Source: an optimization exercise on an open RTL-to-GDS flow (aim: small area). Production flows keep margins and buffers that such runs may drop. At most, simulation tests tie the RTL to the original design; equivalence was not proved. Function not checked in run 4: the RTL went through the layout flow alone. Power is estimated from default activity; no workload was simulated.

`design.v`:
```
package cad_pkg;
  localparam int DATA_W = 8;
  localparam int PROD_W = 16;
  localparam int ACC_W = 20;
  localparam int KER_SIDE = 5;
  localparam int KER_TAPS = KER_SIDE * KER_SIDE;
  localparam int POOL_SIDE = 2;
  typedef logic signed [DATA_W-1:0] data_t;
  typedef logic signed [ACC_W-1:0] acc_t;
endpackage
`timescale 1ns/10ps
module cad_top #(
  parameter int IMG_SIDE = 8,
  parameter int IMG_COUNT = 2,
  parameter int KER_COUNT = 2,
  localparam int IMG_IDX_W = (IMG_COUNT > 1) ? $clog2(IMG_COUNT) : 1,
  localparam int KER_IDX_W = (KER_COUNT > 1) ? $clog2(KER_COUNT) : 1
) (
  input  logic                 clk,
  input  logic                 rst_n,
  input  logic                 i_in_valid,
  input  cad_pkg::data_t       i_matrix,
  input  logic                 i_start,
  input  logic [IMG_IDX_W-1:0] i_img_idx,
  input  logic [KER_IDX_W-1:0] i_ker_idx,
  output logic                 o_busy,
  output logic                 o_out_valid,
  output logic                 o_out_value
);
  logic [511:0] img0;
  logic [511:0] img1;
  logic [199:0] ker0;
  logic [199:0] ker1;
  logic [7:0] img0_tail;
  logic [7:0] img1_tail;
  logic [7:0] ker0_tail;
  logic [7:0] ker1_tail;
  assign img0_tail = img0[511:504];
  assign img1_tail = img1[511:504];
  assign ker0_tail = ker0[199:192];
  assign ker1_tail = ker1[199:192];
  logic       busy;
  logic       comp;      
  logic       img_sel;
  logic       ker_sel;
  logic [1:0] wseg;      
  logic [5:0] woff;      
  logic [5:0] rpos;      
  logic [4:0] kpos;      
  logic [4:0] outi;      
  logic       run;       
  logic [1:0] gap;       
  logic       cmp;
  logic       out_valid;
  logic [4:0] sc;
  logic signed [19:0] acc;
  logic signed [19:0] mx;
  logic wr;
  logic [5:0] rpos_init;
  logic [4:0] kpos_init;
  logic [4:0] kpos_goal;
  logic [6:0] sched;
  logic start_out;
  logic mac;
  logic img_step;
  logic ker_step;
  logic row_end;
  logic signed [7:0] pix;
  logic signed [7:0] kval;
  assign wr = i_in_valid && !busy;
  assign rpos_init = (wseg == {1'b0, img_sel}) ? woff : 6'd0;
  assign kpos_init = (wseg == {1'b1, ker_sel}) ? woff[4:0] : 5'd0;
  assign kpos_goal = outi[4] ? kpos_init : 5'd0;
  always_comb begin
    case (outi[3:0])
      4'd0:  sched = {1'b0, 6'd0};    
      4'd1:  sched = {1'b1, 6'd39};   
      4'd2:  sched = {1'b1, 6'd31};   
      4'd3:  sched = {1'b0, 6'd8};    
      4'd4:  sched = {1'b0, 6'd2};    
      4'd5:  sched = {1'b1, 6'd41};   
      4'd6:  sched = {1'b1, 6'd33};   
      4'd7:  sched = {1'b0, 6'd10};   
      4'd8:  sched = {1'b1, 6'd47};   
      4'd9:  sched = {1'b0, 6'd25};   
      4'd10: sched = {1'b0, 6'd16};   
      4'd11: sched = {1'b1, 6'd54};   
      4'd12: sched = {1'b0, 6'd27};   
      4'd13: sched = {1'b0, 6'd19};   
      4'd14: sched = {1'b1, 6'd56};   
      default: sched = {1'b1, 6'd48};   
    endcase
  end
  assign start_out = comp && !outi[4] && !run && kpos == 5'd0 && rpos == sched[5:0];
  assign mac = (run && gap == 2'd0) || start_out;
  assign img_step = comp && !(outi[4] && rpos == rpos_init);
  assign ker_step = mac || (comp && !run && kpos != kpos_goal);
  assign row_end = (kpos == 5'd4) || (kpos == 5'd9) || (kpos == 5'd14) || (kpos == 5'd19);
  always_ff @(posedge clk) begin
    if ((wr && wseg == 2'd0) || img_step) begin
      img0 <= {img0[503:0], wr ? i_matrix : img0_tail};
    end
    if ((wr && wseg == 2'd1) || img_step) begin
      img1 <= {img1[503:0], wr ? i_matrix : img1_tail};
    end
    if ((wr && wseg == 2'd2) || ker_step) begin
      ker0 <= {ker0[191:0], wr ? i_matrix : ker0_tail};
    end
    if ((wr && wseg == 2'd3) || ker_step) begin
      ker1 <= {ker1[191:0], wr ? i_matrix : ker1_tail};
    end
  end
  always_ff @(posedge clk or negedge rst_n) begin
    if (!rst_n) begin
      wseg <= 2'd0;
      woff <= 6'd0;
    end else if (wr) begin
      if (woff == (wseg[1] ? 6'd24 : 6'd63)) begin
        woff <= 6'd0;
        wseg <= wseg + 2'd1;
      end else begin
        woff <= woff + 6'd1;
      end
    end
  end
  always_comb begin
    case ({img_sel, sched[6]})
      2'b00: pix = img0[511:504];
      2'b01: pix = img0[239:232];
      2'b10: pix = img1[511:504];
      default: pix = img1[239:232];
    endcase
    if (!mac) pix = 8'sd0;
  end
  assign kval = ker_sel ? ker1_tail : ker0_tail;
  localparam logic [19:0] BW_K = 20'hF8100;
  localparam logic [19:0] ACC_START = 20'(37 * BW_K);
  logic [19:0] acc_fb;
  logic [19:0] acc_nxt;
  assign acc_fb = (kpos == 5'd0) ? ACC_START : acc;
  logic pp_0_0, pp_0_1, pp_0_2, pp_0_3, pp_0_4, pp_0_5, pp_0_6, pp_0_7, pp_1_0, pp_1_1, pp_1_2, pp_1_3, pp_1_4, pp_1_5, pp_1_6, pp_1_7, pp_2_0, pp_2_1, pp_2_2, pp_2_3, pp_2_4, pp_2_5, pp_2_6, pp_2_7, pp_3_0, pp_3_1, pp_3_2, pp_3_3, pp_3_4, pp_3_5, pp_3_6, pp_3_7, pp_4_0, pp_4_1, pp_4_2, pp_4_3, pp_4_4, pp_4_5, pp_4_6, pp_4_7, pp_5_0, pp_5_1, pp_5_2, pp_5_3, pp_5_4, pp_5_5, pp_5_6, pp_5_7, pp_6_0, pp_6_1, pp_6_2, pp_6_3, pp_6_4, pp_6_5, pp_6_6, pp_6_7, pp_7_0, pp_7_1, pp_7_2, pp_7_3, pp_7_4, pp_7_5, pp_7_6, pp_7_7, hs1, hc2, fs3, fc4, hs5, hc6, fs7, fc8, fs9, fc10, hs11, hc12, fs13, fc14, fs15, fc16, hs17, hc18, fs19, fc20, fs21, fc22, fs23, fc24, hs25, hc26, fs27, fc28, hs29, hc30, fs31, fc32, fs33, fc34, fs35, fc36, fs37, fc38, fs39, fc40, fs41, fc42, fs43, fc44, fs45, fc46, fs47, fc48, fs49, fc50, fs51, fc52, fs53, fc54, fs55, fc56, fs57, fc58, fs59, fc60, hs61, hc62, fs63, fc64, fs65, fc66, fs67, fc68, fs69, fc70, fs71, fc72, fs73, fc74, fs75, fc76, fs77, fc78, fs79, fc80, fs81, fc82, fs83, fc84, hs85, hc86, fs87, fc88, fs89, fc90, fs91, fc92, fs93, fc94, fs95, fc96, fs97, fc98, fs99, fc100, fs101, fc102, fs103, fc104, fs105, fc106, fs107, fc108, fs109, fc110, fs111, fc112, hs113, hc114, fs115, fc116, fs117, fc118, fs119, fc120, fs121, fc122, fs123, fc124, fs125, fc126, fs127, fc128, fs129, fc130, fs131, fc132, fs133, fc134, fs135, fc136, fs137, fc138, fs139, fc140, fs141, fc142, fs143, fc144, hs145, hc146, hs147, hc148, hs149, hc150, hs151, hc152;
  assign pp_0_0 = (pix[0] & kval[0]);
  assign pp_0_1 = (pix[0] & kval[1]);
  assign pp_0_2 = (pix[0] & kval[2]);
  assign pp_0_3 = (pix[0] & kval[3]);
  assign pp_0_4 = (pix[0] & kval[4]);
  assign pp_0_5 = (pix[0] & kval[5]);
  assign pp_0_6 = (pix[0] & kval[6]);
  assign pp_0_7 = ~(pix[0] & kval[7]);
  assign pp_1_0 = (pix[1] & kval[0]);
  assign pp_1_1 = (pix[1] & kval[1]);
  assign pp_1_2 = (pix[1] & kval[2]);
  assign pp_1_3 = (pix[1] & kval[3]);
  assign pp_1_4 = (pix[1] & kval[4]);
  assign pp_1_5 = (pix[1] & kval[5]);
  assign pp_1_6 = (pix[1] & kval[6]);
  assign pp_1_7 = ~(pix[1] & kval[7]);
  assign pp_2_0 = (pix[2] & kval[0]);
  assign pp_2_1 = (pix[2] & kval[1]);
  assign pp_2_2 = (pix[2] & kval[2]);
  assign pp_2_3 = (pix[2] & kval[3]);
  assign pp_2_4 = (pix[2] & kval[4]);
  assign pp_2_5 = (pix[2] & kval[5]);
  assign pp_2_6 = (pix[2] & kval[6]);
  assign pp_2_7 = ~(pix[2] & kval[7]);
  assign pp_3_0 = (pix[3] & kval[0]);
  assign pp_3_1 = (pix[3] & kval[1]);
  assign pp_3_2 = (pix[3] & kval[2]);
  assign pp_3_3 = (pix[3] & kval[3]);
  assign pp_3_4 = (pix[3] & kval[4]);
  assign pp_3_5 = (pix[3] & kval[5]);
  assign pp_3_6 = (pix[3] & kval[6]);
  assign pp_3_7 = ~(pix[3] & kval[7]);
  assign pp_4_0 = (pix[4] & kval[0]);
  assign pp_4_1 = (pix[4] & kval[1]);
  assign pp_4_2 = (pix[4] & kval[2]);
  assign pp_4_3 = (pix[4] & kval[3]);
  assign pp_4_4 = (pix[4] & kval[4]);
  assign pp_4_5 = (pix[4] & kval[5]);
  assign pp_4_6 = (pix[4] & kval[6]);
  assign pp_4_7 = ~(pix[4] & kval[7]);
  assign pp_5_0 = (pix[5] & kval[0]);
  assign pp_5_1 = (pix[5] & kval[1]);
  assign pp_5_2 = (pix[5] & kval[2]);
  assign pp_5_3 = (pix[5] & kval[3]);
  assign pp_5_4 = (pix[5] & kval[4]);
  assign pp_5_5 = (pix[5] & kval[5]);
  assign pp_5_6 = (pix[5] & kval[6]);
  assign pp_5_7 = ~(pix[5] & kval[7]);
  assign pp_6_0 = (pix[6] & kval[0]);
  assign pp_6_1 = (pix[6] & kval[1]);
  assign pp_6_2 = (pix[6] & kval[2]);
  assign pp_6_3 = (pix[6] & kval[3]);
  assign pp_6_4 = (pix[6] & kval[4]);
  assign pp_6_5 = (pix[6] & kval[5]);
  assign pp_6_6 = (pix[6] & kval[6]);
  assign pp_6_7 = ~(pix[6] & kval[7]);
  assign pp_7_0 = ~(pix[7] & kval[0]);
  assign pp_7_1 = ~(pix[7] & kval[1]);
  assign pp_7_2 = ~(pix[7] & kval[2]);
  assign pp_7_3 = ~(pix[7] & kval[3]);
  assign pp_7_4 = ~(pix[7] & kval[4]);
  assign pp_7_5 = ~(pix[7] & kval[5]);
  assign pp_7_6 = ~(pix[7] & kval[6]);
  assign pp_7_7 = (pix[7] & kval[7]);
  assign hs1 = pp_0_5 ^ pp_1_4;
  assign hc2 = pp_0_5 & pp_1_4;
  assign fs3 = pp_0_6 ^ pp_1_5 ^ pp_2_4;
  assign fc4 = (pp_0_6 & pp_1_5) | (pp_0_6 & pp_2_4) | (pp_1_5 & pp_2_4);
  assign hs5 = pp_3_3 ^ pp_4_2;
  assign hc6 = pp_3_3 & pp_4_2;
  assign fs7 = pp_0_7 ^ pp_1_6 ^ pp_2_5;
  assign fc8 = (pp_0_7 & pp_1_6) | (pp_0_7 & pp_2_5) | (pp_1_6 & pp_2_5);
  assign fs9 = pp_3_4 ^ pp_4_3 ^ pp_5_2;
  assign fc10 = (pp_3_4 & pp_4_3) | (pp_3_4 & pp_5_2) | (pp_4_3 & pp_5_2);
  assign hs11 = pp_6_1 ^ pp_7_0;
  assign hc12 = pp_6_1 & pp_7_0;
  assign fs13 = pp_1_7 ^ pp_2_6 ^ pp_3_5;
  assign fc14 = (pp_1_7 & pp_2_6) | (pp_1_7 & pp_3_5) | (pp_2_6 & pp_3_5);
  assign fs15 = pp_4_4 ^ pp_5_3 ^ pp_6_2;
  assign fc16 = (pp_4_4 & pp_5_3) | (pp_4_4 & pp_6_2) | (pp_5_3 & pp_6_2);
  assign hs17 = pp_7_1 ^ acc_fb[8];
  assign hc18 = pp_7_1 & acc_fb[8];
  assign fs19 = pp_2_7 ^ pp_3_6 ^ pp_4_5;
  assign fc20 = (pp_2_7 & pp_3_6) | (pp_2_7 & pp_4_5) | (pp_3_6 & pp_4_5);
  assign fs21 = pp_5_4 ^ pp_6_3 ^ pp_7_2;
  assign fc22 = (pp_5_4 & pp_6_3) | (pp_5_4 & pp_7_2) | (pp_6_3 & pp_7_2);
  assign fs23 = pp_3_7 ^ pp_4_6 ^ pp_5_5;
  assign fc24 = (pp_3_7 & pp_4_6) | (pp_3_7 & pp_5_5) | (pp_4_6 & pp_5_5);
  assign hs25 = pp_0_3 ^ pp_1_2;
  assign hc26 = pp_0_3 & pp_1_2;
  assign fs27 = pp_0_4 ^ pp_1_3 ^ pp_2_2;
  assign fc28 = (pp_0_4 & pp_1_3) | (pp_0_4 & pp_2_2) | (pp_1_3 & pp_2_2);
  assign hs29 = pp_3_1 ^ pp_4_0;
  assign hc30 = pp_3_1 & pp_4_0;
  assign fs31 = pp_2_3 ^ pp_3_2 ^ pp_4_1;
  assign fc32 = (pp_2_3 & pp_3_2) | (pp_2_3 & pp_4_1) | (pp_3_2 & pp_4_1);
  assign fs33 = pp_5_0 ^ acc_fb[5] ^ hs1;
  assign fc34 = (pp_5_0 & acc_fb[5]) | (pp_5_0 & hs1) | (acc_fb[5] & hs1);
  assign fs35 = pp_5_1 ^ pp_6_0 ^ acc_fb[6];
  assign fc36 = (pp_5_1 & pp_6_0) | (pp_5_1 & acc_fb[6]) | (pp_6_0 & acc_fb[6]);
  assign fs37 = fs3 ^ hs5 ^ hc2;
  assign fc38 = (fs3 & hs5) | (fs3 & hc2) | (hs5 & hc2);
  assign fs39 = acc_fb[7] ^ fs7 ^ fs9;
  assign fc40 = (acc_fb[7] & fs7) | (acc_fb[7] & fs9) | (fs7 & fs9);
  assign fs41 = hs11 ^ fc4 ^ hc6;
  assign fc42 = (hs11 & fc4) | (hs11 & hc6) | (fc4 & hc6);
  assign fs43 = fs13 ^ fs15 ^ hs17;
  assign fc44 = (fs13 & fs15) | (fs13 & hs17) | (fs15 & hs17);
  assign fs45 = fc8 ^ fc10 ^ hc12;
  assign fc46 = (fc8 & fc10) | (fc8 & hc12) | (fc10 & hc12);
  assign fs47 = acc_fb[9] ^ fs19 ^ fs21;
  assign fc48 = (acc_fb[9] & fs19) | (acc_fb[9] & fs21) | (fs19 & fs21);
  assign fs49 = fc14 ^ fc16 ^ hc18;
  assign fc50 = (fc14 & fc16) | (fc14 & hc18) | (fc16 & hc18);
  assign fs51 = pp_6_4 ^ pp_7_3 ^ acc_fb[10];
  assign fc52 = (pp_6_4 & pp_7_3) | (pp_6_4 & acc_fb[10]) | (pp_7_3 & acc_fb[10]);
  assign fs53 = fs23 ^ fc20 ^ fc22;
  assign fc54 = (fs23 & fc20) | (fs23 & fc22) | (fc20 & fc22);
  assign fs55 = pp_4_7 ^ pp_5_6 ^ pp_6_5;
  assign fc56 = (pp_4_7 & pp_5_6) | (pp_4_7 & pp_6_5) | (pp_5_6 & pp_6_5);
  assign fs57 = pp_7_4 ^ acc_fb[11] ^ fc24;
  assign fc58 = (pp_7_4 & acc_fb[11]) | (pp_7_4 & fc24) | (acc_fb[11] & fc24);
  assign fs59 = pp_5_7 ^ pp_6_6 ^ pp_7_5;
  assign fc60 = (pp_5_7 & pp_6_6) | (pp_5_7 & pp_7_5) | (pp_6_6 & pp_7_5);
  assign hs61 = pp_0_2 ^ pp_1_1;
  assign hc62 = pp_0_2 & pp_1_1;
  assign fs63 = pp_2_1 ^ pp_3_0 ^ acc_fb[3];
  assign fc64 = (pp_2_1 & pp_3_0) | (pp_2_1 & acc_fb[3]) | (pp_3_0 & acc_fb[3]);
  assign fs65 = acc_fb[4] ^ fs27 ^ hs29;
  assign fc66 = (acc_fb[4] & fs27) | (acc_fb[4] & hs29) | (fs27 & hs29);
  assign fs67 = fs31 ^ fs33 ^ fc28;
  assign fc68 = (fs31 & fs33) | (fs31 & fc28) | (fs33 & fc28);
  assign fs69 = fs35 ^ fs37 ^ fc32;
  assign fc70 = (fs35 & fs37) | (fs35 & fc32) | (fs37 & fc32);
  assign fs71 = fs39 ^ fs41 ^ fc36;
  assign fc72 = (fs39 & fs41) | (fs39 & fc36) | (fs41 & fc36);
  assign fs73 = fs43 ^ fs45 ^ fc40;
  assign fc74 = (fs43 & fs45) | (fs43 & fc40) | (fs45 & fc40);
  assign fs75 = fs47 ^ fs49 ^ fc44;
  assign fc76 = (fs47 & fs49) | (fs47 & fc44) | (fs49 & fc44);
  assign fs77 = fs51 ^ fs53 ^ fc48;
  assign fc78 = (fs51 & fs53) | (fs51 & fc48) | (fs53 & fc48);
  assign fs79 = fs55 ^ fs57 ^ fc52;
  assign fc80 = (fs55 & fs57) | (fs55 & fc52) | (fs57 & fc52);
  assign fs81 = acc_fb[12] ^ fs59 ^ fc56;
  assign fc82 = (acc_fb[12] & fs59) | (acc_fb[12] & fc56) | (fs59 & fc56);
  assign fs83 = pp_6_7 ^ pp_7_6 ^ acc_fb[13];
  assign fc84 = (pp_6_7 & pp_7_6) | (pp_6_7 & acc_fb[13]) | (pp_7_6 & acc_fb[13]);
  assign hs85 = pp_0_1 ^ pp_1_0;
  assign hc86 = pp_0_1 & pp_1_0;
  assign fs87 = pp_2_0 ^ acc_fb[2] ^ hs61;
  assign fc88 = (pp_2_0 & acc_fb[2]) | (pp_2_0 & hs61) | (acc_fb[2] & hs61);
  assign fs89 = hs25 ^ fs63 ^ hc62;
  assign fc90 = (hs25 & fs63) | (hs25 & hc62) | (fs63 & hc62);
  assign fs91 = hc26 ^ fs65 ^ fc64;
  assign fc92 = (hc26 & fs65) | (hc26 & fc64) | (fs65 & fc64);
  assign fs93 = hc30 ^ fs67 ^ fc66;
  assign fc94 = (hc30 & fs67) | (hc30 & fc66) | (fs67 & fc66);
  assign fs95 = fc34 ^ fs69 ^ fc68;
  assign fc96 = (fc34 & fs69) | (fc34 & fc68) | (fs69 & fc68);
  assign fs97 = fc38 ^ fs71 ^ fc70;
  assign fc98 = (fc38 & fs71) | (fc38 & fc70) | (fs71 & fc70);
  assign fs99 = fc42 ^ fs73 ^ fc72;
  assign fc100 = (fc42 & fs73) | (fc42 & fc72) | (fs73 & fc72);
  assign fs101 = fc46 ^ fs75 ^ fc74;
  assign fc102 = (fc46 & fs75) | (fc46 & fc74) | (fs75 & fc74);
  assign fs103 = fc50 ^ fs77 ^ fc76;
  assign fc104 = (fc50 & fs77) | (fc50 & fc76) | (fs77 & fc76);
  assign fs105 = fc54 ^ fs79 ^ fc78;
  assign fc106 = (fc54 & fs79) | (fc54 & fc78) | (fs79 & fc78);
  assign fs107 = fc58 ^ fs81 ^ fc80;
  assign fc108 = (fc58 & fs81) | (fc58 & fc80) | (fs81 & fc80);
  assign fs109 = fc60 ^ fs83 ^ fc82;
  assign fc110 = (fc60 & fs83) | (fc60 & fc82) | (fs83 & fc82);
  assign fs111 = pp_7_7 ^ acc_fb[14] ^ fc84;
  assign fc112 = (pp_7_7 & acc_fb[14]) | (pp_7_7 & fc84) | (acc_fb[14] & fc84);
  assign hs113 = pp_0_0 ^ acc_fb[0];
  assign hc114 = pp_0_0 & acc_fb[0];
  assign fs115 = acc_fb[1] ^ hs85 ^ hc114;
  assign fc116 = (acc_fb[1] & hs85) | (acc_fb[1] & hc114) | (hs85 & hc114);
  assign fs117 = fs87 ^ hc86 ^ fc116;
  assign fc118 = (fs87 & hc86) | (fs87 & fc116) | (hc86 & fc116);
  assign fs119 = fs89 ^ fc88 ^ fc118;
  assign fc120 = (fs89 & fc88) | (fs89 & fc118) | (fc88 & fc118);
  assign fs121 = fs91 ^ fc90 ^ fc120;
  assign fc122 = (fs91 & fc90) | (fs91 & fc120) | (fc90 & fc120);
  assign fs123 = fs93 ^ fc92 ^ fc122;
  assign fc124 = (fs93 & fc92) | (fs93 & fc122) | (fc92 & fc122);
  assign fs125 = fs95 ^ fc94 ^ fc124;
  assign fc126 = (fs95 & fc94) | (fs95 & fc124) | (fc94 & fc124);
  assign fs127 = fs97 ^ fc96 ^ fc126;
  assign fc128 = (fs97 & fc96) | (fs97 & fc126) | (fc96 & fc126);
  assign fs129 = fs99 ^ fc98 ^ fc128;
  assign fc130 = (fs99 & fc98) | (fs99 & fc128) | (fc98 & fc128);
  assign fs131 = fs101 ^ fc100 ^ fc130;
  assign fc132 = (fs101 & fc100) | (fs101 & fc130) | (fc100 & fc130);
  assign fs133 = fs103 ^ fc102 ^ fc132;
  assign fc134 = (fs103 & fc102) | (fs103 & fc132) | (fc102 & fc132);
  assign fs135 = fs105 ^ fc104 ^ fc134;
  assign fc136 = (fs105 & fc104) | (fs105 & fc134) | (fc104 & fc134);
  assign fs137 = fs107 ^ fc106 ^ fc136;
  assign fc138 = (fs107 & fc106) | (fs107 & fc136) | (fc106 & fc136);
  assign fs139 = fs109 ^ fc108 ^ fc138;
  assign fc140 = (fs109 & fc108) | (fs109 & fc138) | (fc108 & fc138);
  assign fs141 = fs111 ^ fc110 ^ fc140;
  assign fc142 = (fs111 & fc110) | (fs111 & fc140) | (fc110 & fc140);
  assign fs143 = acc_fb[15] ^ fc112 ^ fc142;
  assign fc144 = (acc_fb[15] & fc112) | (acc_fb[15] & fc142) | (fc112 & fc142);
  assign hs145 = acc_fb[16] ^ fc144;
  assign hc146 = acc_fb[16] & fc144;
  assign hs147 = acc_fb[17] ^ hc146;
  assign hc148 = acc_fb[17] & hc146;
  assign hs149 = acc_fb[18] ^ hc148;
  assign hc150 = acc_fb[18] & hc148;
  assign hs151 = acc_fb[19] ^ hc150;
  assign hc152 = acc_fb[19] & hc150;
  assign acc_nxt = {hs151, hs149, hs147, hs145, fs143, fs141, fs139, fs137, fs135, fs133, fs131, fs129, fs127, fs125, fs123, fs121, fs119, fs117, fs115, hs113};
  always_ff @(posedge clk) begin
    acc <= acc_nxt;
  end
  always_ff @(posedge clk or negedge rst_n) begin
    if (!rst_n) begin
      busy <= 1'b0;
      comp <= 1'b0;
      outi <= 5'd0;
      run <= 1'b0;
      gap <= 2'd0;
      cmp <= 1'b0;
    end else begin
      cmp <= 1'b0;
      if (!busy) begin
        if (i_start) begin
          busy <= 1'b1;
          outi <= 5'd0;
          run <= 1'b0;
          gap <= 2'd0;
        end
      end else if (!comp) begin
        comp <= 1'b1;
      end else begin
        if (mac) begin
          if (kpos == 5'd24) begin
            run <= 1'b0;
            outi <= outi + 5'd1;
            cmp <= 1'b1;
          end else begin
            run <= 1'b1;
            if (row_end) gap <= 2'd3;
          end
        end else if (gap != 2'd0) begin
          gap <= gap - 2'd1;
        end
        if (outi[4] && !img_step && kpos == kpos_init && !cmp
            && (!out_valid || sc == 5'd0)) begin
          busy <= 1'b0;
          comp <= 1'b0;
        end
      end
    end
  end
  always_ff @(posedge clk) begin
    if (!busy && i_start) begin
      img_sel <= i_img_idx;
      ker_sel <= i_ker_idx;
    end
    if (busy && !comp) begin
      rpos <= rpos_init;
      kpos <= kpos_init;
    end else begin
      if (img_step) rpos <= rpos + 6'd1;
      if (ker_step) kpos <= (kpos == 5'd24) ? 5'd0 : kpos + 5'd1;
    end
  end
  logic acc_gt;
  always_comb begin
    acc_gt = 1'b0;
    for (int i = 0; i < 19; i++) begin
      acc_gt = (acc[i] & ~mx[i]) | (~(acc[i] ^ mx[i]) & acc_gt);
    end
    acc_gt = (~acc[19] & mx[19]) | (~(acc[19] ^ mx[19]) & acc_gt);
  end
  always_ff @(posedge clk) begin
    if (cmp && (outi[1:0] == 2'd1 || acc_gt)) begin
      mx <= acc;
    end else if (out_valid) begin
      mx <= mx >>> 1;
    end
    if (cmp) begin
      sc <= 5'd19;
    end else if (out_valid) begin
      sc <= sc - 5'd1;
    end
  end
  always_ff @(posedge clk or negedge rst_n) begin
    if (!rst_n) begin
      out_valid <= 1'b0;
    end else if (cmp && outi[1:0] == 2'd0) begin
      out_valid <= 1'b1;
    end else if (out_valid && sc == 5'd0) begin
      out_valid <= 1'b0;
    end
  end
  assign o_busy = busy;
  assign o_out_valid = out_valid;
  assign o_out_value = mx[0];
endmodule
```
`constraint.sdc`:
```
create_clock -name core_clock -period 12.0 [get_ports {clk}]
set_input_delay 2.4000 -clock core_clock [delete_from_list [all_inputs] [get_ports {clk}]]
set_output_delay 2.4000 -clock core_clock [all_outputs]
set_load 0.01 [all_outputs]
```
`config.mk`:
```
export PLATFORM = sky130hd
export DESIGN_NAME = cad_top
export DESIGN_NICKNAME = cad_top
export VERILOG_FILES = /design/flow/design.v
export SDC_FILE = /design/flow/constraint.sdc
export NUM_CORES = 4
export LEC_CHECK = 0
export CAP_MARGIN = 20
export CORE_MARGIN = 2
export CORE_UTILIZATION = 70
export CTS_CLUSTER_DIAMETER = 60
export CTS_CLUSTER_SIZE = 20
export PLACE_DENSITY = 0.8
export SLEW_MARGIN = 20
```
`run.sh`:
```
#!/bin/bash
# synth_recipe.tcl (not shown) runs the flow's synth.tcl, then flattens the netlist and writes it again
# the make line also repeats each setting of config.mk as NAME=value (left out here)
make -C /OpenROAD-flow-scripts/flow DESIGN_CONFIG=/design/flow/config.mk WORK_HOME=/design/flow/orfs CLKGATE_MAP_FILE= SYNTH_SCRIPT=/design/flow/synth_recipe.tcl finish
```
==> Flow_metrics.wiki, run 1 <==
{| class="wikitable"
! Metric !! Value
|-
| Worst Setup Start Kind || register
|-
| X dimension of the die || 271 µm
|-
| FFs w/ async S/R, synth || roughly 1.3%
|-
| Average via count per standard cell || 5.91
|-
| Total Power Consumption || 13.3 mW
|-
| Type of the worst setup path || reg -> reg
|-
| Number of instances in the synthesized netlist || 2192
|-
| Number of buffers and inverters on the critical path || 3
|-
| Hold EP || ker1[56]
|-
| Status || complete, no violations
|-
| First-iteration detailed-routing DRC count || 2333
|-
| Row count || 97
|-
| Avg WL per Cell || about 26 µm
|-
| Nets || 2415
|-
| Final clock period utilization by the worst path || 84.1%
|-
| CTS tree || yes
|-
| Number of maximum-capacitance violations || 0
|-
| Worst Path Arrival || 10.64 ns
|-
| Proportion of netlist area held by the largest area contributor || 87.6%
|-
| Post-layout min period || 10.09 ns
|-
| Clock latency on the worst-skew pair || between 0.6 and 0.7 ns
|-
| Cell family with most CP delay || adder cells
|-
| Yosys warning total || 1
|-
| CORE AREA || 70300 µm²
|-
| Cts bufs inserted || a little over 90
|-
| Initial Util || between 70% and 80%
|-
| Largest stage delay, worst path || 0.63 ns
|-
| Final hold violations || 0
|-
| Layout cell share with drive strength beyond 1 || between 7 and 8%
|-
| Cell taking the most area after synthesis || sky130_fd_sc_hd__edfxtp_1
|-
| HPWL Detailed || approximately 42 mm
|-
| Transition time of the tightest slew-check pin || between 1 and 1.5 ns
|-
| Top-Level Pins || 17
|-
| Total die area || 73500 µm²
|-
| Max Clock Skew || 0.0390 ns
|-
| Capturing point of the worst reg2reg path || acc[19]
|-
| Type of the worst min-delay path || reg -> reg
|-
| CTS root buf || sky130_fd_sc_hd__clkbuf_16
|-
| Worst hold path startpoint || ker1[48]
|-
| Cell with the largest stage delay on the worst path || sky130_fd_sc_hd__a21boi_2
|-
| Maximum count of clock buffers along a single path || 3
|-
| Initial antenna violation count || 2
|-
| Weighted congestion reported at the end of routability-driven placement || 0.791
|-
| Via count of the routed design || between 15k and 20k
|-
| WP data required || approximately 13 ns
|-
| Rel. slew slack || 29.6%
|-
| First-pass iteration count of the detailed router || 6
|-
| Count of flip-flops with a built-in enable after synthesis || 1457
|-
| Upper clock frequency limit || 99.1 MHz
|-
| Final Slew Violations || 0
|-
| Top area cells in the synthesized netlist || sky130_fd_sc_hd__edfxtp_1 (88%), sky130_fd_sc_hd__fa_1 (2.5%), sky130_fd_sc_hd__ha_1 (1.2%), sky130_fd_sc_hd__dfrtp_1 (1.0%), sky130_fd_sc_hd__dfxtp_1 (1.0%)
|-
| Number of hold buffers added after CTS || 0
|-
| Simple-gate share of the synthesized area || 2.73%
|-
| Count of distinct cell types in the synthesized netlist || 65
|-
| Total area of multi-input combinational cells || 4670 µm²
|-
| Post-Syn Nets || roughly 2.3k
|-
| CTS resizes || 0
|-
| Worst Hold Path Cells || 0
|-
| Slack of the worst reg-to-reg path || 1.91 ns
|-
| Clock-pin slew on the worst setup and hold paths || 0.08 ns
|-
| DRC Markers || 0
|-
| Unrepaired setup endpoints after global routing || false
|-
| Clock Sink Count || 1502
|-
| Number of register bits inferred by synthesis || 1502
|-
| Gr ovfl total || 0
|-
| Number of post-CTS setup repair buffers || 0
|-
| Power density over the cells || 247 nW/µm²
|-
| Diodes inserted || 0
|-
| Final setup violation count || 0
|-
| Top fanout value on the critical path || 9
|-
| Max H-tree Level || 3
|-
| Antenna Violating Nets Remaining || 0
|-
| Die Span Y || between 200 and 300 µm
|-
| VDD IR max || 0.000321 V
|-
| Layout Area Growth over Synthesis || 8.14%
|-
| Compound-Gate Fraction of Synth Area || 1.15%
|-
| Synthesized area per cell || 22.8 µm²
|-
| Port Buf Inserts || 16
|-
| Pin count of the biggest net entering global routing || 161
|-
| TNS Setup || 0 ns
|-
| GR Util All Layers || 23.6%
|-
| Adder-cell share of the synthesized area || under 10%
|-
| First-pass GRT wire length || 127 mm
|-
| Largest family of logic cells by synthesized area || adder cells
|-
| Number of global-route vias before repair || 20.0k
|-
| Synthesized cell area || around 50000 µm²
|-
| Proportion of synthesized area in mux cells || 1.15%
|-
| Filler Cells Inserted || 3509
|-
| Critical path capture point type || register
|-
| Critical register-to-register path startpoint || outi[1]
|-
| Leakage power figure || 16.8 nW
|-
| Cell count of the worst reg-to-reg path || 29
|-
| Share of the synthesized netlist area taken by xor and xnor gates || 0.509%
|-
| Most instantiated flip-flop cell in the synthesis netlist || sky130_fd_sc_hd__edfxtp_1
|-
| FF+latch area || approximately 45000 µm²
|-
| Total wire length || 84.4 mm
|-
| Sequential cell area fraction in the yosys report || 89.6%
|-
| Cell occurring most often along the worst timing path || sky130_fd_sc_hd__fa_1
|}
## cell type report
class	count	area share (%)
clock inverter	23	0.609
clock buffer	98	4.31
multi-input combinational	557	8.66
inverter	100	0.695
sequential	1502	82.9
tap	940	2.18
timing repair buffer	38	0.663
## routing by layer
metal	wire length, µm	global-route usage (%)
met1	35500	34.0
met2	42600	38.9
met3	3820	3.35
met4	2370	6.75
met5	64	0
## cells in the mapped netlist (all sizes together) (17+ instances only)
master  number
a21oi       17
clkbuf      20
dfrtp       20
dfxtp       25
edfxtp    1457
fa          63
ha          48
inv         99
mux2        22
nand2      122
nand2b      22
nand3       26
nor2        59
o21ai       26
xnor2       22
## placed cells by master (no fill, tap or decap), drive strengths merged, types with 5 or more instances in the layout
master | Yosys | layout
clkinv | 1 | 10
nor2b | 10 | 10
nor2 | 59 | 59
xnor2 | 22 | 22
clkdlybuf4s50 | 0 | 16
dfrtp | 20 | 20
inv | 99 | 109
xor2 | 7 | 7
and3 | 5 | 5
nand2b | 22 | 22
a21o | 5 | 5
a21oi | 17 | 17
clkbuf | 20 | 98
mux2 | 22 | 22
dfxtp | 25 | 25
nand4 | 6 | 6
mux4 | 8 | 8
and2 | 15 | 15
fa | 63 | 63
mux2i | 14 | 14
nand2 | 122 | 122
buf | 13 | 22
edfxtp | 1457 | 1457
nand3 | 26 | 26
ha | 48 | 48
or2 | 9 | 9
o21ai | 26 | 26
## report_power, final
part | switching (mW) | leakage (nW) | total, mW | internal (mW)
Combinational | 1.73 | 2.69 | 2.69 | 0.955
Clock | 1.67 | 1.29 | 3.13 | 1.46
Sequential | 0.382 | 12.8 | 7.52 | 7.13
Total | 3.78 | 16.8 | 13.3 | 9.55
## worst register-to-register path, delay by kind of cell (launching register included)
kind / cells / cell delay [ns]
AND/OR/NAND/NOR: 3 / 0.54
AO/OA/AOI/OAI: 2 / 0.72
flip-flops: 1 / 0.53
adder cells (fa/ha/maj): 19 / 7.22
buffers and inverters: 3 / 0.22
multiplexers: 1 / 0.60
XOR/XNOR: 1 / 0.12
## sequential cells by signal (all words and copies together), names as in the netlist, 6 cells and up
register	count
mx	20
rpos	6
img0	512
ker1	200
woff	6
img1	512
ker0	200
acc	20
## worst max-delay path by stage
stage,end,cells after the start,startpoint
floorplan,img1[0],3,i_in_valid
global placement,acc[19],28,outi[1]
detailed placement,acc[19],28,outi[1]
CTS,acc[19],29,outi[1]
global route,acc[19],29,outi[1]
finish,acc[19],29,outi[1]
## stage by stage
step	area, µm²	setup WS [ns]	utilization [%]	instances	hold slack (ns)
after global routing	54000	1.48	76.8	3258	0.410
final	54000	1.91	76.8	3258	0.400
after global placement	51300	2.28	73.0	3137	0.400
after CTS	54000	1.88	76.8	3258	0.401
after floorplan	49900	2.40	-	2192	0.400
after detailed placement	51300	2.06	73.0	3137	0.405
## logic make-up after synthesis
logic type,after synthesis
AOI/OAI and AO/OA,85
xor gates and xnor gates,29
adders and majority gates,111
buffers and inverters,133
DFF,1502
muxes,44
and+or+nand+nor,288
==> run 2: changes to the inputs <==
--- a/config.mk
+++ b/config.mk
@@ -9,6 +9,6 @@
 export CORE_MARGIN = 2
-export CORE_UTILIZATION = 70
+export CORE_UTILIZATION = 85
 export CTS_CLUSTER_DIAMETER = 60
-export CTS_CLUSTER_SIZE = 20
-export PLACE_DENSITY = 0.8
+export CTS_CLUSTER_SIZE = 30
+export PLACE_DENSITY = 0.92
 export SLEW_MARGIN = 20
==> run 2 against run 1 <==
The run now fails in detailed placement. Synthesized cell count is the same. Synthesized area unchanged.
==> Flow_metrics.wiki, run 2 <==
{| class="wikitable"
! Metric !! Value
|-
| Status || aborted with a tool error (was complete, no violations)
|-
| Stage where the run ended || detailed placement
|-
| Error that halted the flow || Error: detail_place.tcl, 38 bad optional access
|-
| Yosys warning total || 1 (unchanged)
|-
| Most frequent cells after synthesis || sky130_fd_sc_hd__edfxtp_1 (1457), sky130_fd_sc_hd__nand2_1 (119), sky130_fd_sc_hd__inv_1 (99), sky130_fd_sc_hd__fa_1 (63), sky130_fd_sc_hd__nor2_1 (59) (unchanged)
|-
| Weighted congestion reported at the end of routability-driven placement || 0.832 (was 0.791)
|-
| Die Span Y || 246 µm (was 271 µm)
|-
| Number of register bits inferred by synthesis || 1502 (unchanged)
|-
| Port Buf Inserts || 16 (unchanged)
|-
| Count of distinct cell types in the synthesized netlist || 65 (unchanged)
|-
| Cell taking the most area after synthesis || sky130_fd_sc_hd__edfxtp_1 (unchanged)
|-
| Count of flip-flops with a built-in enable after synthesis || 1457 (unchanged)
|-
| Row count || 88 (was 97)
|-
| Top area cells in the synthesized netlist || sky130_fd_sc_hd__edfxtp_1 (88%), sky130_fd_sc_hd__fa_1 (2.5%), sky130_fd_sc_hd__ha_1 (1.2%), sky130_fd_sc_hd__dfrtp_1 (1.0%), sky130_fd_sc_hd__dfxtp_1 (1.0%) (unchanged)
|-
| Synthesized cell area || 49900 µm² (unchanged)
|-
| Top-Level Pins || 17 (unchanged)
|-
| X dimension of the die || 246 µm (was 271 µm)
|-
| Initial Util || 86.2% (was 71.1%)
|-
| Number of instances in the synthesized netlist || 2192 (unchanged)
|-
| Post-Syn Nets || 2317 (unchanged)
|-
| Sequential cell area fraction in the yosys report || 89.6% (unchanged)
|-
| Count leader, synth || sky130_fd_sc_hd__edfxtp_1 (unchanged)
|-
| Synthesized area per cell || 22.8 µm² (unchanged)
|-
| Most instantiated flip-flop cell in the synthesis netlist || sky130_fd_sc_hd__edfxtp_1 (unchanged)
|-
| FFs w/ async S/R, synth || 1.33% (unchanged)
|-
| Proportion of netlist area held by the largest area contributor || 87.6% (unchanged)
|}
[run 2: cell counts after synthesis]
No cell type changed its count.
[run 2: power groups by stage]
| stage | Sequential, mW | Clock, mW | Combinational, mW |
|---|---|---|---|
| 2_1_floorplan | 7.64 | 0 | 1.87 |
| 3_3_place_gp | 7.53 | 0 | 2.55 |
[run 2: worst max path at each step]
| stage | startpoint | end | slack (ns) |
|---|---|---|---|
| 2_1_floorplan | i_in_valid | img1[0] | 2.40 |
| 3_3_place_gp | outi[1] | acc[19] | 2.21 |
[run 2: cells by family after synthesis]
logic type	after synthesis	share of synthesized area [%]
flops	1502	89.6
fa+ha+maj	111	3.73
compound gates	85	1.15
xor+xnor	29	0.509
buf+inv	133	1.10
simple gates	288	2.73
mux	44	1.15
[run 2: metrics by stage]
| step | instance area [µm²] | cells | hold slack, ns |
|---|---|---|---|
| after floorplan | 49900 | 2192 | 0.400 |
| after global placement | 51100 | 2958 | 0.400 |
==> run 3: changes to the inputs <==
--- a/config.mk
+++ b/config.mk
@@ -9,6 +9,6 @@
 export CORE_MARGIN = 2
-export CORE_UTILIZATION = 85
-export CTS_CLUSTER_DIAMETER = 60
-export CTS_CLUSTER_SIZE = 30
-export PLACE_DENSITY = 0.92
+export CORE_UTILIZATION = 70
+export CTS_CLUSTER_DIAMETER = 80
+export CTS_CLUSTER_SIZE = 25
+export PLACE_DENSITY = 0.8
 export SLEW_MARGIN = 20
==> run 3 against run 2 <==
Synthesized cell count did not move. Synthesized area did not move. The run now finishes clean.
==> Flow_metrics.wiki, run 3 <==
{| class="wikitable"
! Metric !! Value
|-
| HPWL Detailed || 42.4 mm
|-
| Gr ovfl total || 0
|-
| Top area cells in the synthesized netlist || sky130_fd_sc_hd__edfxtp_1 (88%), sky130_fd_sc_hd__fa_1 (2.5%), sky130_fd_sc_hd__ha_1 (1.2%), sky130_fd_sc_hd__dfrtp_1 (1.0%), sky130_fd_sc_hd__dfxtp_1 (1.0%) (unchanged)
|-
| Max Clock Skew || 0.0424 ns
|-
| Yosys warning total || 1 (unchanged)
|-
| Top fanout value on the critical path || 9
|-
| Post-placement worst setup slack || ~2.1 ns
|-
| Cell taking the most area after synthesis || sky130_fd_sc_hd__edfxtp_1 (unchanged)
|-
| Cts bufs inserted || 72
|-
| Layout Area Growth over Synthesis || 7.06%
|-
| Count of distinct cell types in the synthesized netlist || 65 (unchanged)
|-
| Synthesized area per cell || 22.8 µm² (unchanged)
|-
| Post-layout min period || roughly 10 ns
|-
| Count of flip-flops with a built-in enable after synthesis || 1457 (unchanged)
|-
| GR Util All Layers || 22.8%
|-
| Leakage power figure || 16.5 nW
|-
| Largest stage delay, worst path || ~0.62 ns
|-
| Initial antenna violation count || 1
|-
| Via count of the routed design || 19.1k
|-
| First-pass iteration count of the detailed router || 5
|-
| Clock latency on the worst-skew pair || ~0.66 ns
|-
| TNS Setup || 0 ns
|-
| Largest regs || img0 x512, img1 x512
|-
| Final hold violations || 0
|-
| Cell with the largest stage delay on the worst path || sky130_fd_sc_hd__a21boi_2
|-
| Row count || 97 (was 88)
|-
| Number of instances in the synthesized netlist || 2192 (unchanged)
|-
| Post-placement cell area || 51300 µm²
|-
| DRC Markers || 0
|-
| Weighted congestion reported at the end of routability-driven placement || 0.791 (was 0.832)
|-
| Total Power Consumption || 12.9 mW
|-
| Maximum count of clock buffers along a single path || 3
|-
| Slack of the worst reg-to-reg path || 1.99 ns
|-
| Number of post-CTS setup repair buffers || 0
|-
| Type of the worst setup path || reg -> reg
|-
| Count leader, synth || sky130_fd_sc_hd__edfxtp_1 (unchanged)
|-
| Average via count per standard cell || 5.90
|-
| Smallest setup slack after layout || 1.99 ns
|-
| Cell occurring most often along the worst timing path || sky130_fd_sc_hd__fa_1
|-
| Clock-pin slew on the worst setup and hold paths || 0.10 ns
|-
| Worst Path Arrival || between 10 and 15 ns
|-
| Final setup violation count || 0
|-
| Transition time of the tightest slew-check pin || 1.02 ns
|-
| Number of global-route vias before repair || 19.6k
|-
| Power density over the cells || about 240 nW/µm²
|-
| Commonest non-fill, non-tap cell in the layout || sky130_fd_sc_hd__edfxtp_1
|-
| Rel. slew slack || roughly a third
|-
| Top-Level Pins || 17 (unchanged)
|-
| Sequential cell area fraction in the yosys report || 89.6% (unchanged)
|-
| Upper clock frequency limit || 99.9 MHz
|-
| Status || complete, no violations (was aborted with a tool error)
|-
| VDD IR max || 0.000298 V
|-
| X dimension of the die || 271 µm (was 246 µm)
|-
| Number of register bits inferred by synthesis || 1502 (unchanged)
|-
| Critical path capture point type || register
|-
| Type of the worst min-delay path || reg -> reg
|-
| Die Span Y || 271 µm (was 246 µm)
|-
| Number of hold buffers added after CTS || 0
|-
| Most frequent cells after synthesis || sky130_fd_sc_hd__edfxtp_1 (1457), sky130_fd_sc_hd__nand2_1 (119), sky130_fd_sc_hd__inv_1 (99), sky130_fd_sc_hd__fa_1 (63), sky130_fd_sc_hd__nor2_1 (59) (unchanged)
|-
| Final Slew Violations || 0
|-
| Most instantiated flip-flop cell in the synthesis netlist || sky130_fd_sc_hd__edfxtp_1 (unchanged)
|-
| Total wire length || between 80 and 90 mm
|-
| First-iteration detailed-routing DRC count || about 2.3k
|-
| Total die area || 73500 µm²
|-
| Layout cell share with drive strength beyond 1 || 6.73%
|-
| Antenna Violating Nets Remaining || 0
|-
| CTS resizes || 0
|-
| Initial Util || 71.1% (was 86.2%)
|-
| Synthesized cell area || 49900 µm² (unchanged)
|-
| Nets || 2397
|-
| Worst Setup Start Kind || register
|-
| Hold slack final || between 0.4 and 0.5 ns
|-
| Final instance area || 53500 µm²
|-
| Final clock period utilization by the worst path || a little over four fifths
|-
| Proportion of netlist area held by the largest area contributor || 87.6% (unchanged)
|-
| CORE AREA || 70300 µm²
|-
| FFs w/ async S/R, synth || 1.33% (unchanged)
|-
| CTS tree || yes
|-
| Number of maximum-capacitance violations || 0
|-
| Post-Syn Nets || 2317 (unchanged)
|-
| Clock Sink Count || 1502
|-
| Pin count of the biggest net entering global routing || 161
|-
| WP data required || 12.54 ns
|-
| Port Buf Inserts || 16 (unchanged)
|-
| First-pass GRT wire length || 122 mm
|-
| Leading cell types in the layout, fill and taps excluded || sky130_fd_sc_hd__edfxtp_1 (1457), sky130_fd_sc_hd__nand2_1 (117), sky130_fd_sc_hd__inv_1 (99)
|-
| Max H-tree Level || 3
|-
| Unrepaired setup endpoints after global routing || false
|-
| CTS root buf || sky130_fd_sc_hd__clkbuf_16
|-
| Avg WL per Cell || 25.3 µm
|}
## run 3: path summary, 6_finish.rpt
path                            cells past startpoint         to       from
worst max-delay path                               28    acc[19]    outi[1]
worst min-delay path                                0  ker1[179]  ker1[171]
worst max register to register                     28    acc[19]    outi[1]
worst min register to register                      0  ker1[179]  ker1[171]
max in group asynchronous                           1    outi[0]      rst_n
min in group asynchronous                           1    woff[3]      rst_n
## run 3: final cells by class
cell class	instances	area, µm²
clock buffer	79	1890
inverter	100	375
clock inverter	10	189
fill	3604	16800
tap	940	1180
multi-input combinational	557	4670
sequential	1502	44800
antenna	1	2.50
timing repair buffer	39	389
## run 3: layer usage
metal | vias up | part of all wire (%) | wire (µm) | GRT usage (%)
met4 | 0 | 2.8 | 2270 | 6.35
met1 | 9936 | 43 | 35000 | 33.2
met2 | 560 | 50 | 41100 | 37.3
met3 | 129 | 4.3 | 3520 | 3.05
li1 | 8425 | - | - | -
met5 | - | 0 | 0 | 0
## run 3: power breakdown
part | leakage [nW] | switching, mW | internal [mW]
Sequential | 12.8 | 0.375 | 7.13
Combinational | 2.71 | 1.73 | 0.956
Clock | 1.01 | 1.54 | 1.18
Total | 16.5 | 3.64 | 9.26
## run 3: per-stage QoR
step,utilization (%),std cells
finish,76.1,3228
CTS,76.0,3226
global route,76.1,3227
detailed placement,73.0,3137
global placement,73.0,3137
floorplan,-,2192
## run 3: logic make-up (layout without fill, tap and decap cells)
logic type      Yosys count  count (layout)  synth area share [%]
compound gates           85              85                  1.15
xor+xnor                 29              29                 0.509
fa+ha+maj               111             111                  3.73
simple gates            288             288                  2.73
buf+inv                 133             228                  1.10
other cells               0               1                     0
flops                  1502            1502                  89.6
mux                      44              44                  1.15
## run 3: worst max-delay path: cells and delay by family (launching register included)
kind | cells | cell delay (ns)
muxes | 1 | 0.59
DFF | 1 | 0.52
and+or+nand+nor | 3 | 0.55
AOI/OAI and AO/OA | 1 | 0.62
xor gates and xnor gates | 1 | 0.13
adders and majority gates | 19 | 7.25
buffers and inverters | 3 | 0.22
==> run 4: changes to the inputs <==
--- a/design.v
+++ b/design.v
@@ -54,5 +54,4 @@
   logic       out_valid;
-  logic [4:0] sc;
   logic signed [19:0] acc;
-  logic signed [19:0] mx;
+  logic [20:0] mx;        
   logic wr;
@@ -394,3 +393,3 @@
         if (outi[4] && !img_step && kpos == kpos_init && !cmp
-            && (!out_valid || sc == 5'd0)) begin
+            && (!out_valid || mx_last)) begin
           busy <= 1'b0;
@@ -414,2 +413,4 @@
   end
+  logic mx_last;
+  assign mx_last = (mx[20:2] == 19'd0) && mx[1];
   logic acc_gt;
@@ -424,10 +425,5 @@
     if (cmp && (outi[1:0] == 2'd1 || acc_gt)) begin
-      mx <= acc;
+      mx <= {1'b1, acc};
     end else if (out_valid) begin
-      mx <= mx >>> 1;
-    end
-    if (cmp) begin
-      sc <= 5'd19;
-    end else if (out_valid) begin
-      sc <= sc - 5'd1;
+      mx <= {1'b0, mx[20:1]};
     end
@@ -439,3 +435,3 @@
       out_valid <= 1'b1;
-    end else if (out_valid && sc == 5'd0) begin
+    end else if (out_valid && mx_last) begin
       out_valid <= 1'b0;
--- a/config.mk
+++ b/config.mk
@@ -10,4 +10,4 @@
 export CORE_UTILIZATION = 70
-export CTS_CLUSTER_DIAMETER = 80
-export CTS_CLUSTER_SIZE = 25
+export CTS_CLUSTER_DIAMETER = 50
+export CTS_CLUSTER_SIZE = 30
 export PLACE_DENSITY = 0.8
==> run 4 against run 3 <==
Still clean. Combinational power shrank 1%. Setup slack lost 0.59 ns. Final area grew 2.7%. Flip-flop and latch count shrank 4. Largest power group unchanged.
==> Flow_metrics.wiki, run 4 <==
{| class="wikitable"
! Metric !! Value
|-
| Status || complete, no violations (unchanged)
|-
| Upper clock frequency limit || 94.4 MHz (was 99.9 MHz)
|-
| Post-placement cell area || 51200 µm² (was 51300 µm²)
|-
| Via count of the routed design || 19.9k (was 19.1k)
|-
| Yosys warning total || 1 (unchanged)
|-
| DRC Markers || 0 (unchanged)
|-
| CTS root buf || sky130_fd_sc_hd__clkbuf_16 (unchanged)
|-
| Power density over the cells || 255 nW/µm² (was 241 nW/µm²)
|-
| Met2 Resource Use GR || 41.0% (was 37.3%)
|-
| Final hold violations || 0 (unchanged)
|-
| Clock latency on the worst-skew pair || 0.70 ns (was 0.66 ns)
|-
| Layout cell share with drive strength beyond 1 || 10.8% (was 6.73%)
|-
| Sequential cell area fraction in the yosys report || 89.7% (was 89.6%)
|-
| Total die area || 73300 µm² (was 73500 µm²)
|-
| Initial antenna violation count || 1 (unchanged)
|-
| Antenna Violating Nets Remaining || 0 (unchanged)
|-
| Smallest setup slack after layout || 1.40 ns (was 1.99 ns)
|-
| Max Clock Skew || 0.0734 ns (was 0.0424 ns)
|-
| Hold slack final || 0.389 ns (was 0.405 ns)
|-
| Initial Util || 70.8% (was 71.1%)
|-
| Gr ovfl total || 0 (unchanged)
|-
| Final instance area || 54900 µm² (was 53500 µm²)
|-
| Final setup violation count || 0 (unchanged)
|-
| Worst Setup Start Kind || register (unchanged)
|-
| VDD IR max || 0.000260 V (was 0.000298 V)
|-
| Most frequent cells after synthesis || sky130_fd_sc_hd__edfxtp_1 (1457), sky130_fd_sc_hd__nand2_1 (118), sky130_fd_sc_hd__inv_1 (93), sky130_fd_sc_hd__fa_1 (63), sky130_fd_sc_hd__nor2_1 (59) (was sky130_fd_sc_hd__edfxtp_1 (1457), sky130_fd_sc_hd__nand2_1 (119), sky130_fd_sc_hd__inv_1 (99), sky130_fd_sc_hd__fa_1 (63), sky130_fd_sc_hd__nor2_1 (59))
|-
| Die Span Y || 271 µm (about the same)
|-
| Type of the worst min-delay path || reg -> reg (unchanged)
|-
| Most instantiated flip-flop cell in the synthesis netlist || sky130_fd_sc_hd__edfxtp_1 (unchanged)
|-
| Proportion of netlist area held by the largest area contributor || 87.9% (was 87.6%)
|-
| Largest stage delay, worst path || 0.76 ns (was 0.62 ns)
|-
| Critical path capture point type || register (unchanged)
|-
| Final Slew Violations || 0 (unchanged)
|-
| Worst Path Arrival || 11.12 ns (was 10.55 ns)
|-
| Leading cell types in the layout, fill and taps excluded || sky130_fd_sc_hd__edfxtp_1 (1457), sky130_fd_sc_hd__nand2_1 (113), sky130_fd_sc_hd__clkbuf_16 (103) (was sky130_fd_sc_hd__edfxtp_1 (1457), sky130_fd_sc_hd__nand2_1 (117), sky130_fd_sc_hd__inv_1 (99))
|-
| First-pass GRT wire length || 132 mm (was 122 mm)
|-
| Avg WL per Cell || 26.9 µm (was 25.3 µm)
|-
| Count of distinct cell types in the synthesized netlist || 62 (was 65)
|-
| First-iteration detailed-routing DRC count || 2480 (was 2340)
|-
| Cell count after placement || 3122 (was 3137)
|-
| Post-placement worst setup slack || 1.48 ns (was 2.06 ns)
|-
| Port Buf Inserts || 16 (unchanged)
|-
| Number of hold buffers added after CTS || 0 (unchanged)
|-
| Most used routing layer || met2 (unchanged)
|-
| Cell taking the most area after synthesis || sky130_fd_sc_hd__edfxtp_1 (unchanged)
|-
| Max H-tree Level || 3 (unchanged)
|-
| Clock-pin slew on the worst setup and hold paths || 0.09 ns (was 0.10 ns)
|-
| CTS resizes || 0 (unchanged)
|-
| Top area cells in the synthesized netlist || sky130_fd_sc_hd__edfxtp_1 (88%), sky130_fd_sc_hd__fa_1 (2.5%), sky130_fd_sc_hd__ha_1 (1.2%), sky130_fd_sc_hd__dfrtp_1 (1.0%), sky130_fd_sc_hd__nand2_1 (0.89%) (was sky130_fd_sc_hd__edfxtp_1 (88%), sky130_fd_sc_hd__fa_1 (2.5%), sky130_fd_sc_hd__ha_1 (1.2%), sky130_fd_sc_hd__dfrtp_1 (1.0%), sky130_fd_sc_hd__dfxtp_1 (1.0%))
|-
| Top fanout value on the critical path || 19 (was 9)
|-
| First-pass iteration count of the detailed router || 5 (unchanged)
|-
| Total Power Consumption || 14.0 mW (was 12.9 mW)
|-
| Largest regs || img0 x512, img1 x512 (unchanged)
|-
| WP data required || 12.52 ns (was 12.54 ns)
|-
| Diodes inserted || 0 (was 1)
|-
| Commonest non-fill, non-tap cell in the layout || sky130_fd_sc_hd__edfxtp_1 (unchanged)
|-
| Final clock period utilization by the worst path || 88.3% (was 83.4%)
|-
| Number of post-CTS setup repair buffers || 0 (unchanged)
|-
| Number of register bits inferred by synthesis || 1498 (was 1502)
|-
| Cell occurring most often along the worst timing path || sky130_fd_sc_hd__fa_1 (unchanged)
|-
| Top-Level Pins || 17 (unchanged)
|-
| Clock Sink Count || 1498 (was 1502)
|-
| Average via count per standard cell || 6.01 (was 5.90)
|-
| Pin count of the biggest net entering global routing || 176 (was 161)
|-
| Unrepaired setup endpoints after global routing || false (unchanged)
|-
| Final cell count without fillers || 3310 (was 3228)
|-
| Cts bufs inserted || 101 (was 72)
|-
| Row count || 97 (unchanged)
|-
| Number of maximum-capacitance violations || 0 (unchanged)
|-
| GR Util All Layers || 24.9% (was 22.8%)
|-
| Number of buffers and inverters on the critical path || 5 (was 3)
|-
| Met1 Usage GRT || 35.3% (was 33.2%)
|-
| X dimension of the die || 271 µm (about the same)
|-
| Nets || 2408 (was 2397)
|-
| Weighted congestion reported at the end of routability-driven placement || 0.825 (was 0.791)
|-
| Number of global-route vias before repair || 20.4k (was 19.6k)
|-
| HPWL Detailed || 43.4 mm (was 42.4 mm)
|-
| Post-layout min period || 10.60 ns (was 10.01 ns)
|-
| Rel. slew slack || 25.6% (was 31.8%)
|-
| Cell with the largest stage delay on the worst path || sky130_fd_sc_hd__or4b_1 (was sky130_fd_sc_hd__a21boi_2)
|-
| CTS tree || yes (unchanged)
|-
| Synthesized cell area || 49800 µm² (was 49900 µm²)
|-
| CORE AREA || 70300 µm² (unchanged)
|-
| Post-Syn Nets || 2305 (was 2317)
|-
| Transition time of the tightest slew-check pin || 1.09 ns (was 1.02 ns)
|-
| Leakage power figure || 17.2 nW (was 16.5 nW)
|-
| Type of the worst setup path || reg -> reg (unchanged)
|-
| Number of instances in the synthesized netlist || 2182 (was 2192)
|-
| Total wire length || 89.1 mm (was 81.8 mm)
|-
| Cell family with most CP delay || adder cells (unchanged)
|-
| Count leader, synth || sky130_fd_sc_hd__edfxtp_1 (unchanged)
|-
| Layout Area Growth over Synthesis || 10.2% (was 7.06%)
|-
| Maximum count of clock buffers along a single path || 3 (unchanged)
|-
| FFs w/ async S/R, synth || 1.34% (was 1.33%)
|-
| Synthesized area per cell || 22.8 µm² (about the same)
|-
| Count of flip-flops with a built-in enable after synthesis || 1457 (unchanged)
|-
| Global routing met3 resource utilization || 3.49% (was 3.05%)
|}
-- run 4: cell count changes after synthesis, sizes merged, moves of 5 or more --
cell	previous run	this run
clkbuf	20	26
nand2b	22	11
xnor2	22	17
inv	99	93
or2b	0	5
-- run 4: final timing paths --
path                       slack [ns]  cells past startpoint       from        end
min in group asynchronous        1.68                      1      rst_n    woff[1]
hold reg to reg                  0.39                      0  img1[301]  img1[309]
max in group asynchronous        9.93                      1      rst_n        cmp
hold / removal                   0.39                      0  img1[301]  img1[309]
setup reg to reg                 1.40                     31    kpos[0]    acc[19]
setup / recovery                 1.40                     31    kpos[0]    acc[19]
-- run 4: cell type report --
type                            instances  area, µm²
Timing Repair Buffer                   35        318
Multi-Input combinational cell        556       4640
Inverter                               93        349
Tap cell                              940       1180
Fill cell                            3251      15400
Clock inverter                         81       1130
Clock buffer                          107       2590
Sequential cell                      1498      44700
-- run 4: power breakdown --
| part | total (mW) | internal [mW] | switching, mW | leakage [nW] |
|---|---|---|---|---|
| clock network | 3.87 | 1.87 | 2.00 | 1.80 |
| registers | 7.49 | 7.06 | 0.428 | 12.7 |
| logic | 2.64 | 0.938 | 1.70 | 2.65 |
-- run 4: stage by stage --
stage	TNS (ns)	util (%)
2_1_floorplan	-2889.10	-
3_3_place_gp	0	72.8
3_5_place_dp	0	72.8
4_1_cts	0	78.1
5_1_grt	0	78.1
6_report	0	78.1
-- run 4: cell families (layout without fill, tap and decap cells) --
| kind of cell | after synthesis | after routing | share of synthesized area, % |
|---|---|---|---|
| AND/OR/NAND/NOR | 293 | 293 | 2.80 |
| multiplexers | 50 | 50 | 1.27 |
| flip-flops | 1498 | 1498 | 89.7 |
| XOR/XNOR | 24 | 24 | 0.422 |
| AO/OA/AOI/OAI | 80 | 80 | 1.07 |
| adder cells (fa/ha/maj) | 109 | 109 | 3.69 |
| buffers and inverters | 128 | 316 | 1.01 |
-- run 4: routing by layer --
metal | part of all wire [%] | up-vias
met4 | 3.4 | 0
met1 | 40 | 10237
li1 | - | 8539
met5 | 0 | -
met3 | 6.4 | 183
met2 | 50 | 922

-- port drivers added, routing unchanged --
No port has a modelled driver above. Below, the same layouts with a new extraction and two added sets of constraints.
Step 1 sets driving cells, clkbuf_16 on the clock port and buf_2 on the other inputs (assumed; they add their load-dependent delay and slew).
Step 2, shift: input delay + t, output delay - t, t = (earliest + latest rising clock arrival at the registers) / 2. This alone moves slack from input paths to output paths.
a / b / c = ideal ports / drivers / drivers and shift; a / b = the first two.
| run | t, ns | setup WS [ns] | worst setup path after step 2 |
|---|---|---|---|
| run 1 | 0.713 | 1.906 / 1.906 / 1.906 | register to register |
| run 3 | 0.705 | 1.994 / 1.994 / 1.994 | register to register |
| run 4 | 0.726 | 1.404 / 1.404 / 1.404 | register to register |
After both steps setup and hold are still met in every run listed.
